Background: an optimization exercise with open tools, aiming at small area. Do not read the settings as production practice. The RTL was checked by simulation tests, not by an equivalence proof against the original design. Power and IR drop assume default switching activity.

==> flow/design.v <==
package pcie_app_pkg;
    localparam int BUF_AW     = 10;              
    localparam int MAX_QWORDS = 16;              
    localparam logic [7:0] BAR_MWR32 = 8'h40;    
    localparam logic [7:0] TLP_MWR64 = 8'h60;    
    localparam logic [7:0] FULL_BE   = 8'hFF;    
    typedef logic [63:0]       qword_t;          
    typedef logic [31:0]       dword_t;
    typedef logic [63:0]       host_addr_t;      
    typedef logic [BUF_AW-1:0] buf_addr_t;       
    typedef logic [4:0]        qword_cnt_t;      
    typedef logic [4:0]        reg_off_t;        
    typedef logic [15:0]       completer_id_t;   
    localparam reg_off_t REG_PAGE1_LO = 5'h00;
    localparam reg_off_t REG_PAGE1_HI = 5'h04;
    localparam reg_off_t REG_PAGE2_LO = 5'h08;
    localparam reg_off_t REG_PAGE2_HI = 5'h0C;
    localparam reg_off_t REG_INT_EN   = 5'h10;   
    typedef struct packed {
        qword_t     data;
        logic [7:0] rem_n;
        logic       sof;
        logic       eof;
        logic       src_rdy;
    } ll_beat_t;
    typedef struct packed {
        logic       valid;                       
        reg_off_t   offset;
        dword_t     data;
    } reg_wr_t;
    typedef struct packed {
        host_addr_t addr;
        logic       ready;                       
    } page_t;
    typedef struct packed {
        host_addr_t addr;                        
        qword_cnt_t qwords;
        buf_addr_t  buf_start;                   
    } tlp_req_t;
    typedef enum logic [2:0] {
        IDLE,
        SEND,
        WAIT_TLP,
        IRQ,
        IRQ_WAIT
    } ctrl_state_e;
endpackage
`timescale 1ns/100ps
module bar_write_decoder (
    input  logic                   trn_clk,
    input  logic                   rst_n,
    input  pcie_app_pkg::ll_beat_t rx_beat,
    input  logic [6:0]             bar_hit_n,
    output pcie_app_pkg::reg_wr_t  reg_wr
);
    logic     in_tlp;                            
    logic     second_beat;                       
    logic     hdr_match;                         
    logic     hdr_ok;
    logic     data_hit;
    logic     wr_valid;
    pcie_app_pkg::reg_off_t wr_off;
    pcie_app_pkg::dword_t   wr_data;
    assign hdr_ok = (rx_beat.data[63:56] == pcie_app_pkg::BAR_MWR32) &&
                    (rx_beat.data[41:32] == 10'd1) &&
                    !bar_hit_n[0];
    assign data_hit = rx_beat.src_rdy && second_beat && hdr_match &&
                      rx_beat.eof && (rx_beat.rem_n == 8'h00);
    always_ff @(posedge trn_clk) begin
        if (!rst_n) begin
            in_tlp      <= 1'b0;
            second_beat <= 1'b0;
            hdr_match   <= 1'b0;
        end else if (rx_beat.src_rdy) begin
            in_tlp      <= !rx_beat.eof;
            second_beat <= rx_beat.sof && !rx_beat.eof;
            if (rx_beat.sof) begin
                hdr_match <= hdr_ok;
            end
        end
    end
    always_ff @(posedge trn_clk) begin
        if (!rst_n) begin
            wr_valid <= 1'b0;
        end else begin
            wr_valid <= data_hit;                
        end
    end
    always_ff @(posedge trn_clk) begin
        if (data_hit) begin
            wr_off  <= rx_beat.data[36:32];      
            wr_data <= rx_beat.data[31:0];
        end
    end
    assign reg_wr.valid  = wr_valid;
    assign reg_wr.offset = wr_off;
    assign reg_wr.data   = wr_data;
endmodule
`timescale 1ns/100ps
module huge_page_regs (
    input  logic                  trn_clk,
    input  logic                  rst_n,
    input  pcie_app_pkg::reg_wr_t reg_wr,
    input  logic                  free_1,
    input  logic                  free_2,
    output pcie_app_pkg::page_t   page_1,
    output pcie_app_pkg::page_t   page_2,
    output logic                  int_en
);
    localparam logic [9:0] LO_OFF = {pcie_app_pkg::REG_PAGE2_LO, pcie_app_pkg::REG_PAGE1_LO};
    localparam logic [9:0] HI_OFF = {pcie_app_pkg::REG_PAGE2_HI, pcie_app_pkg::REG_PAGE1_HI};
    pcie_app_pkg::host_addr_t addr_q [2];
    logic [1:0] ready_q;
    logic [1:0] free;
    assign free = {free_2, free_1};
    for (genvar i = 0; i < 2; i++) begin : g_page
        logic lo_wr;
        logic hi_wr;
        assign lo_wr = reg_wr.valid && (reg_wr.offset == LO_OFF[5*i +: 5]);
        assign hi_wr = reg_wr.valid && (reg_wr.offset == HI_OFF[5*i +: 5]);
        always_ff @(posedge trn_clk) begin
            if (!rst_n) begin
                ready_q[i] <= 1'b0;
            end else if (hi_wr) begin
                ready_q[i] <= 1'b1;              
            end else if (free[i]) begin
                ready_q[i] <= 1'b0;
            end
        end
        always_ff @(posedge trn_clk) begin
            if (lo_wr) begin
                addr_q[i][31:0] <= reg_wr.data;
            end
            if (hi_wr) begin
                addr_q[i][63:32] <= reg_wr.data;
            end
        end
    end
    always_ff @(posedge trn_clk) begin
        if (!rst_n) begin
            int_en <= 1'b0;
        end else if (reg_wr.valid && (reg_wr.offset == pcie_app_pkg::REG_INT_EN)) begin
            int_en <= reg_wr.data[0];
        end
    end
    assign page_1.addr  = addr_q[0];
    assign page_1.ready = ready_q[0];
    assign page_2.addr  = addr_q[1];
    assign page_2.ready = ready_q[1];
endmodule
`timescale 1ns/100ps
module rx_dma_ctrl (
    input  logic                     trn_clk,
    input  logic                     rst_n,
    input  pcie_app_pkg::page_t      page_1,
    input  pcie_app_pkg::page_t      page_2,
    input  logic                     int_en,
    input  logic                     bus_mstr_en,
    input  logic [3:0]               tbuf_av,
    input  logic                     trigger_tlp,
    input  pcie_app_pkg::qword_cnt_t qwords_to_send,
    input  logic                     change_huge_page,
    input  logic                     tlp_done,
    input  logic                     cfg_interrupt_rdy_n,
    output logic                     free_1,
    output logic                     free_2,
    output logic                     trigger_tlp_ack,
    output logic                     change_huge_page_ack,
    output pcie_app_pkg::tlp_req_t   tlp_req,
    output logic                     tlp_start,
    output pcie_app_pkg::buf_addr_t  commited_rd_address,
    output logic                     cfg_interrupt_n
);
    pcie_app_pkg::ctrl_state_e state;
    logic        cur_sel;                        
    pcie_app_pkg::page_t       cur_page;
    logic [20:0]               page_off;                       
    logic        take_trig;
    assign cur_page  = cur_sel ? page_2 : page_1;
    assign take_trig = (state == pcie_app_pkg::IDLE) && !change_huge_page && trigger_tlp &&
                       cur_page.ready && bus_mstr_en && (tbuf_av != 4'd0);
    assign tlp_start            = (state == pcie_app_pkg::SEND);
    assign trigger_tlp_ack      = (state == pcie_app_pkg::WAIT_TLP) && tlp_done;   
    assign change_huge_page_ack = (state == pcie_app_pkg::IRQ_WAIT);
    always_ff @(posedge trn_clk) begin
        if (!rst_n) begin
            state               <= pcie_app_pkg::IDLE;
            cur_sel             <= 1'b0;
            page_off            <= '0;
            commited_rd_address <= '0;
            free_1              <= 1'b0;
            free_2              <= 1'b0;
            cfg_interrupt_n     <= 1'b1;
        end else begin
            free_1 <= 1'b0;
            free_2 <= 1'b0;
            case (state)
                pcie_app_pkg::IDLE: begin
                    if (change_huge_page) begin
                        free_1   <= !cur_sel;    
                        free_2   <= cur_sel;
                        cur_sel  <= !cur_sel;
                        page_off <= '0;
                        if (int_en) begin
                            cfg_interrupt_n <= 1'b0;
                            state           <= pcie_app_pkg::IRQ;
                        end else begin
                            state <= pcie_app_pkg::IRQ_WAIT;
                        end
                    end else if (take_trig) begin
                        state <= pcie_app_pkg::SEND;
                    end
                end
                pcie_app_pkg::SEND: state <= pcie_app_pkg::WAIT_TLP;         
                pcie_app_pkg::WAIT_TLP: begin
                    if (tlp_done) begin
                        commited_rd_address <= commited_rd_address +
                                               pcie_app_pkg::buf_addr_t'(tlp_req.qwords);
                        page_off <= page_off + 21'({tlp_req.qwords, 3'b000});
                        state    <= pcie_app_pkg::IDLE;
                    end
                end
                pcie_app_pkg::IRQ: begin
                    if (!cfg_interrupt_rdy_n) begin
                        cfg_interrupt_n <= 1'b1;     
                        state           <= pcie_app_pkg::IRQ_WAIT;
                    end
                end
                pcie_app_pkg::IRQ_WAIT: state <= pcie_app_pkg::IDLE;         
                default:  state <= pcie_app_pkg::IDLE;
            endcase
        end
    end
    always_ff @(posedge trn_clk) begin
        if (take_trig) begin
            tlp_req.addr      <= cur_page.addr + pcie_app_pkg::host_addr_t'(page_off);
            tlp_req.qwords    <= qwords_to_send;
            tlp_req.buf_start <= commited_rd_address;
        end
    end
endmodule
`timescale 1ns/100ps
module tlp_tx_builder (
    input  logic                        trn_clk,
    input  logic                        rst_n,
    input  pcie_app_pkg::tlp_req_t      tlp_req,
    input  logic                        tlp_start,
    input  pcie_app_pkg::completer_id_t completer_id,
    input  pcie_app_pkg::qword_t        rd_data,
    input  logic                        trn_tdst_rdy_n,
    output pcie_app_pkg::buf_addr_t     rd_addr,
    output pcie_app_pkg::qword_t        trn_td,
    output logic                        trn_tsof_n,
    output logic                        trn_teof_n,
    output logic                        trn_tsrc_rdy_n,
    output logic                        tlp_done
);
    pcie_app_pkg::tlp_req_t   req_q;
    logic       busy;
    logic [1:0] hdr_left;                        
    pcie_app_pkg::qword_cnt_t rd_left;                         
    pcie_app_pkg::qword_cnt_t data_left;                       
    logic       rd_pend;                         
    logic       skid_vld;
    pcie_app_pkg::qword_t     skid_q;
    logic       out_vld;
    logic       out_sof;
    logic       out_eof;
    pcie_app_pkg::qword_t     out_q;
    logic       out_free;
    logic       pay_load;
    logic       skid_nxt;
    logic       skid_load;
    logic       issue;
    pcie_app_pkg::qword_t     hdr0;
    pcie_app_pkg::qword_t     hdr1;
    pcie_app_pkg::qword_t     pay_data;
    assign hdr0 = {pcie_app_pkg::TLP_MWR64, 14'd0, 4'd0, req_q.qwords, 1'b0,
                   completer_id, 8'h00, pcie_app_pkg::FULL_BE};
    assign hdr1 = {req_q.addr[63:2], 2'b00};
    assign out_free  = !out_vld || !trn_tdst_rdy_n;
    assign pay_load  = out_free && busy && (hdr_left == 2'd0) && (skid_vld || rd_pend);
    assign pay_data  = skid_vld ? skid_q : rd_data;    
    assign skid_nxt  = pay_load ? (skid_vld && rd_pend) : (skid_vld || rd_pend);
    assign skid_load = rd_pend && (skid_vld || !pay_load);
    assign issue     = busy && (rd_left != '0) && !skid_nxt &&
                       ((hdr_left == 2'd0) || ((hdr_left == 2'd1) && out_free));
    assign tlp_done  = out_vld && out_eof && !trn_tdst_rdy_n;
    always_ff @(posedge trn_clk) begin
        if (!rst_n) begin
            busy      <= 1'b0;
            hdr_left  <= 2'd0;
            rd_left   <= '0;
            data_left <= '0;
            rd_pend   <= 1'b0;
            skid_vld  <= 1'b0;
            out_vld   <= 1'b0;
            out_sof   <= 1'b0;
            out_eof   <= 1'b0;
            rd_addr   <= '0;
        end else begin
            rd_pend  <= issue;                   
            skid_vld <= skid_nxt;
            if (issue) begin
                rd_addr <= rd_addr + 1'b1;
                rd_left <= rd_left - 1'b1;
            end
            if (tlp_start && !busy) begin
                busy      <= 1'b1;
                hdr_left  <= 2'd2;
                rd_left   <= tlp_req.qwords;
                data_left <= tlp_req.qwords;
                rd_addr   <= tlp_req.buf_start;
            end else if (tlp_done) begin
                busy <= 1'b0;
            end
            if (out_free) begin
                out_vld <= busy && ((hdr_left != 2'd0) || skid_vld || rd_pend);
                out_sof <= (hdr_left == 2'd2);
                out_eof <= (hdr_left == 2'd0) && (data_left == 5'd1);
                if (busy && (hdr_left != 2'd0)) begin
                    hdr_left <= hdr_left - 1'b1;
                end
                if (pay_load) begin
                    data_left <= data_left - 1'b1;
                end
            end
        end
    end
    always_ff @(posedge trn_clk) begin
        if (tlp_start && !busy) begin
            req_q <= tlp_req;
        end
        if (out_free) begin
            out_q <= (hdr_left == 2'd2) ? hdr0 : (hdr_left == 2'd1) ? hdr1 : pay_data;
        end
        if (skid_load) begin
            skid_q <= rd_data;
        end
    end
    assign trn_td         = out_q;
    assign trn_tsrc_rdy_n = !out_vld;
    assign trn_tsof_n     = !(out_vld && out_sof);
    assign trn_teof_n     = !(out_vld && out_eof);
endmodule
`timescale 1ns/100ps
module pcie_rx_dma_app (
    input  logic                     trn_clk,
    input  logic                     rst_n,
    input  pcie_app_pkg::qword_t     trn_rd,
    input  logic [7:0]               trn_rrem,
    input  logic                     trn_rsof_n,
    input  logic                     trn_reof_n,
    input  logic                     trn_rsrc_rdy_n,
    input  logic [6:0]               trn_rbar_hit_n,
    output logic                     trn_rdst_rdy_n,
    output pcie_app_pkg::qword_t     trn_td,
    output logic [7:0]               trn_trem_n,
    output logic                     trn_tsof_n,
    output logic                     trn_teof_n,
    output logic                     trn_tsrc_rdy_n,
    output logic                     trn_tsrc_dsc_n,
    input  logic                     trn_tdst_rdy_n,
    input  logic [3:0]               trn_tbuf_av,
    input  logic [15:0]              cfg_command,
    input  logic [7:0]               cfg_bus_number,
    input  logic [4:0]               cfg_device_number,
    input  logic [2:0]               cfg_function_number,
    output logic                     cfg_interrupt_n,
    input  logic                     cfg_interrupt_rdy_n,
    input  logic                     rx_trigger_tlp,
    output logic                     rx_trigger_tlp_ack,
    input  pcie_app_pkg::qword_cnt_t rx_qwords_to_send,
    input  logic                     rx_change_huge_page,
    output logic                     rx_change_huge_page_ack,
    output logic                     rx_huge_page_status_1,
    output logic                     rx_huge_page_status_2,
    output pcie_app_pkg::buf_addr_t  rx_commited_rd_address,
    output pcie_app_pkg::buf_addr_t  rx_rd_addr,
    input  pcie_app_pkg::qword_t     rx_rd_data
);
    pcie_app_pkg::ll_beat_t      rx_beat;
    pcie_app_pkg::reg_wr_t       reg_wr;
    pcie_app_pkg::page_t         page_1;
    pcie_app_pkg::page_t         page_2;
    logic          int_en;
    logic          free_1;
    logic          free_2;
    pcie_app_pkg::tlp_req_t      tlp_req;
    logic          tlp_start;
    logic          tlp_done;
    pcie_app_pkg::completer_id_t completer_id;
    logic          bus_mstr_en;
    assign rx_beat.data    = trn_rd;
    assign rx_beat.rem_n   = trn_rrem;
    assign rx_beat.sof     = !trn_rsof_n;
    assign rx_beat.eof     = !trn_reof_n;
    assign rx_beat.src_rdy = !trn_rsrc_rdy_n;
    assign completer_id   = {cfg_bus_number, cfg_device_number, cfg_function_number};
    assign bus_mstr_en    = cfg_command[2];      
    assign trn_rdst_rdy_n = 1'b0;                
    assign trn_tsrc_dsc_n = 1'b1;                
    assign trn_trem_n     = 8'h00;               
    assign rx_huge_page_status_1 = page_1.ready;
    assign rx_huge_page_status_2 = page_2.ready;
    bar_write_decoder bar_write_decoder_mod (
        .trn_clk(trn_clk), .rst_n(rst_n), .rx_beat(rx_beat),
        .bar_hit_n(trn_rbar_hit_n), .reg_wr(reg_wr)
    );
    huge_page_regs huge_page_regs_mod (
        .trn_clk(trn_clk), .rst_n(rst_n), .reg_wr(reg_wr),
        .free_1(free_1), .free_2(free_2),
        .page_1(page_1), .page_2(page_2), .int_en(int_en)
    );
    rx_dma_ctrl rx_dma_ctrl_mod (
        .trn_clk(trn_clk), .rst_n(rst_n),
        .page_1(page_1), .page_2(page_2), .int_en(int_en),
        .bus_mstr_en(bus_mstr_en), .tbuf_av(trn_tbuf_av),
        .trigger_tlp(rx_trigger_tlp), .qwords_to_send(rx_qwords_to_send),
        .change_huge_page(rx_change_huge_page), .tlp_done(tlp_done),
        .cfg_interrupt_rdy_n(cfg_interrupt_rdy_n),
        .free_1(free_1), .free_2(free_2),
        .trigger_tlp_ack(rx_trigger_tlp_ack),
        .change_huge_page_ack(rx_change_huge_page_ack),
        .tlp_req(tlp_req), .tlp_start(tlp_start),
        .commited_rd_address(rx_commited_rd_address),
        .cfg_interrupt_n(cfg_interrupt_n)
    );
    tlp_tx_builder tlp_tx_builder_mod (
        .trn_clk(trn_clk), .rst_n(rst_n),
        .tlp_req(tlp_req), .tlp_start(tlp_start), .completer_id(completer_id),
        .rd_data(rx_rd_data), .trn_tdst_rdy_n(trn_tdst_rdy_n),
        .rd_addr(rx_rd_addr), .trn_td(trn_td),
        .trn_tsof_n(trn_tsof_n), .trn_teof_n(trn_teof_n),
        .trn_tsrc_rdy_n(trn_tsrc_rdy_n), .tlp_done(tlp_done)
    );
endmodule
==> flow/run.sh <==
#!/bin/bash
# synth_recipe.tcl (not shown) runs the flow's synth.tcl, then flattens the netlist and writes it again
# the make line also repeats each setting of config.mk as NAME=value (left out here)
make -C /OpenROAD-flow-scripts/flow DESIGN_CONFIG=/design/flow/config.mk WORK_HOME=/design/flow/orfs CLKGATE_MAP_FILE= SYNTH_SCRIPT=/design/flow/synth_recipe.tcl finish
==> flow/config.mk <==
export PLATFORM = sky130hd
export DESIGN_NAME = pcie_rx_dma_app
export DESIGN_NICKNAME = pcie_rx_dma_app
export VERILOG_FILES = /design/flow/design.v
export SDC_FILE = /design/flow/constraint.sdc
export NUM_CORES = 4
export LEC_CHECK = 0
export CAP_MARGIN = 20
export CORE_MARGIN = 2
export CORE_UTILIZATION = 40
export SLEW_MARGIN = 20
==> flow/constraint.sdc <==
create_clock -name core_clock -period 5.0 [get_ports {trn_clk}]
set_input_delay 1.0000 -clock core_clock [delete_from_list [all_inputs] [get_ports {trn_clk}]]
set_output_delay 1.0000 -clock core_clock [all_outputs]
set_load 0.01 [all_outputs]
==> results.txt <==
[synth_stat cells, types with 5 or more instances]
| library cell | number | area [um2] |
|---|---|---|
| edfxtp_1 | 433 | 13000 |
| nor2_1 | 147 | 552 |
| a21oi_1 | 109 | 546 |
| nand2_1 | 100 | 375 |
| mux2i_1 | 95 | 951 |
| dfxtp_1 | 69 | 1380 |
| o21ai_0 | 52 | 260 |
| xnor2_1 | 48 | 420 |
| xor2_1 | 40 | 350 |
| ha_1 | 36 | 450 |
| clkbuf_1 | 35 | 131 |
| nand3_1 | 31 | 155 |
| nor2b_1 | 30 | 188 |
| mux2_2 | 29 | 327 |
| inv_1 | 23 | 86.3 |
| nand4_1 | 21 | 131 |
| nand2b_1 | 18 | 113 |
| and2_1 | 16 | 100 |
| nor4_1 | 16 | 100 |
| a21boi_0 | 14 | 105 |
| nor3_1 | 14 | 70.1 |
| buf_1 | 12 | 45.0 |
| buf_2 | 12 | 60.1 |
| and3_1 | 11 | 68.8 |
| a21o_1 | 10 | 75.1 |
| buf_4 | 10 | 75.1 |
| a31oi_1 | 7 | 43.8 |
| a32oi_1 | 7 | 61.3 |
| nor3b_1 | 6 | 45.0 |
| o211a_1 | 6 | 60.1 |
| or3_1 | 6 | 37.5 |
| a22oi_1 | 5 | 37.5 |
| a32o_1 | 5 | 50.1 |
| nand3b_1 | 5 | 37.5 |
| o21a_1 | 5 | 37.5 |
| o21bai_1 | 5 | 37.5 |
[per-stage QoR]
step / total power (W) / util [%] / cells / area [um2]
floorplan: 0.00550 / - / 1563 / 21200
global placement: 0.00597 / 46.6 / 2450 / 24500
detailed placement: 0.00599 / 46.6 / 2450 / 24500
CTS: 0.00982 / 49.8 / 2547 / 26100
global route: 0.0101 / 49.8 / 2550 / 26100
finish: 0.00971 / 49.8 / 2550 / 26100
[sequential cells by signal, indices dropped and copies added (netlist names), 18 cells and up]
name                           cells
huge_page_regs_mod.addr_q        124
rx_dma_ctrl_mod.tlp_req           77
tlp_tx_builder_mod.req_q          67
tlp_tx_builder_mod.out_q          64
tlp_tx_builder_mod.skid_q         64
bar_write_decoder_mod.wr_data     32
rx_dma_ctrl_mod.page_off          18
[layout by cell type (no fill, tap or decap), types with 6 or more instances in the layout]
master / n
nand2b_1: 18
nor2b_1: 30
a21oi_1: 109
and3_1: 11
inv_1: 23
clkinv_2: 14
or3_1: 6
xnor2_1: 48
a21o_1: 10
buf_4: 21
clkbuf_1: 8
mux2_2: 29
xor2_1: 40
clkdlybuf4s50_1: 249
ha_1: 34
nor2_1: 144
nand4_1: 21
a31oi_1: 7
a21boi_0: 14
edfxtp_1: 433
mux2i_1: 95
nand2_1: 99
conb_1: 10
clkinv_1: 13
nor4_1: 16
nor3_1: 14
o211a_1: 6
o21ai_0: 52
and2_1: 16
nand3_1: 31
clkbuf_16: 53
dfxtp_1: 67
a32oi_1: 7
[layer usage]
layer	up-vias	track usage, %
met5	-	0
met4	0	5.66
met3	63	2.81
met2	329	27.2
met1	6364	26.0
li1	6307	-
[worst register-to-register path: cells and delay by family, from the launching register on]
family	cells	cell delay (ns)
adders and majority gates	1	0.36
and+or+nand+nor	2	0.38
xor gates and xnor gates	1	0.36
buffers and inverters	1	0.52
DFF	1	0.47
muxes	1	0.47
AOI/OAI and AO/OA	3	1.33
[cell families after synthesis]
logic type      count (synthesis)
xor+xnor                       88
fa+ha+maj                      39
mux                           124
buf+inv                        97
simple gates                  445
flops                         502
compound gates                258
other cells                     2
[worst paths after layout]
check                            endpoint  slack, ns  cells after the start
min reg2reg  tlp_tx_builder_mod.req_q[42]       0.41                      0
max           rx_dma_ctrl_mod.tlp_req[66]       0.90                      9
max reg2reg   rx_dma_ctrl_mod.tlp_req[66]       0.90                      9
min          tlp_tx_builder_mod.req_q[42]       0.41                      0
[final cells by class]
cell class | instances | area, um2 | share of cell area, %
Antenna cell | 3 | 7.51 | 0.0287
Clock buffer | 61 | 1360 | 5.19
Clock inverter | 36 | 307 | 1.17
Inverter | 25 | 93.8 | 0.359
Multi-Input combinational cell | 964 | 6440 | 24.6
Sequential cell | 502 | 14400 | 55.1
Tap cell | 688 | 861 | 3.30
Timing Repair Buffer | 271 | 2670 | 10.2
[power breakdown]
group          internal (W)  total [W]  switching [W]
Combinational      0.000526    0.00108       0.000551
Sequential          0.00473    0.00482      0.0000951
Clock               0.00220    0.00381        0.00161
==> results.txt <==
metal3 WL=2630 um; CTS Hold Bufs=0; Fill cells=4471; Mapped Cells=1555; die height=234 um; Tcrit/Tclk final=81.9%; register area share after synthesis=67.9%; Primary FF master, synth=edfxtp_1; compound-gate portion of the synthesized area=7.64%; layout cells sized above 1=8.50%; remaining antenna violation count after routing=0; Die Footprint=~55000 um2; antenna violations before repair=4; peak supply drop=about 0.24 mV; Slew @ Worst Pin=0.969 ns; Via Count=13100; Static Leakage=a little under 9 nW; Crit. Startpoint=rx_dma_ctrl_mod.cur_sel; Worst EP required=5.37 ns; Floorplan Core Area=52400 um2; CTS buffer count=52; largest net degree at the start of global routing=75; nets=2047; final hold slack=0.411 ns; Setup WS pre-CTS=0.939 ns; XOR/XNOR Fraction of Synth Area=3.64%; CTS tree=yes; clk sinks=502; main combinational cell family by area after synthesis=simple AND/OR/NAND/NOR gates; Max stage delay on crit path=a little under 0.6 ns; wirelength, routed=49800 um; gr ovfl total=0; Post-synth EDFFs=433; Final WS setup=0.903 ns; CP Max Fanout=51; Initial Utilization=40.4%; met1 wire length=23700 um; met2 wire length=22400 um; crit end category=flop; setup tns final=0 ns; highest metal used=met4; crit path DAT=4.47 ns; DRC viols=0; H-tree levels=2; clock latency on the worst-skew pair=around 0.60 ns; dpl hpwl=34800 um; RSZ-0062 raised after global routing=no; Clock Tree Buf Depth=3; vias per cell=5.12; startpoint of the worst hold path=rx_dma_ctrl_mod.tlp_req[42]; Port Buffers=249; max-cap violations=0; Placer Congestion=0.819; Clock Root Buffer=clkbuf_16; Post-Synth Simple-Gate Area=10.3%; final hold vios=0; Seq cells post-synth=~500; crit path buf inv count=1; Clock Pin Slew Worst Setup and Hold Paths=around 0.06 ns; CP Class=reg -> reg; GRT Total Usage=17.8%; FMAX=244 MHz; Routed wire per std cell=19.5 um; Ys Warns=5; final slew viol count=0; cell family with most CP delay=compound AO/OA/AOI/OAI gates; Avg Cell Area, Syn=13.6 um2; first-pass GRT wire length=around 74000 um; Slowest-stage cell, CP=o21ai_4; drt pass-1 iters=5; Final Skew=roughly 0.023 ns; Setup violations, final=0; # rows=84; Slew headroom=between 30% and 40%; worst hold path class=reg -> reg; CP Cell Sequence=buf_4, mux2_2, ha_1, and4_1, a211o_1, o311a_4, o21ai_4, nor4_1, xnor2_1; post-CTS sizing=0; RR Startpoint=rx_dma_ctrl_mod.cur_sel; Post-Syn Area=~21000 um2; Die Width=234 um; ys async rst share=0%; Synth Area in Adders=between 2 and 2.5%; synthesis-to-layout area growth=23.4%; min cycle time layout=4.10 ns; I/O Pins=295; vias in the first global route=12600; PD cells=~370 nW/um2; Post-CTS Setup Repair Bufs=0; outcome=no timing/DRC/antenna violations; crit path launch type=flop; initial DRC count=885; mux share of post-synthesis cell area=approximately 6.0%; library cells used by synthesis=75

-- what the ideal ports hide --
In the flow no input, the clock included, has a driving cell. The finished layout below was timed again as built, in two steps. Step 1 sets driving cells, clkbuf_16 on the clock port and buf_2 on the other inputs (assumed; they add their load-dependent delay and slew). Step 2 adds t to the input delays and takes it off the output delays; t is the mean of the earliest and latest rising clock arrival at the registers after step 1. Input paths then give back, and output paths get back, about the clock's delay inside the block. a / b / c = no drivers / after step 1 / after step 2; a / b = the first two.
shift t [ns]: 0.641
slack for setup (ns): 0.903 / 0.903 / 0.903
slew at the worst register clock pin (ns): 0.06 / 0.06
After both steps this run still meets setup and hold. The setup slack of this run moves by 0.000 ns with the drivers and by 0.000 ns with both steps.
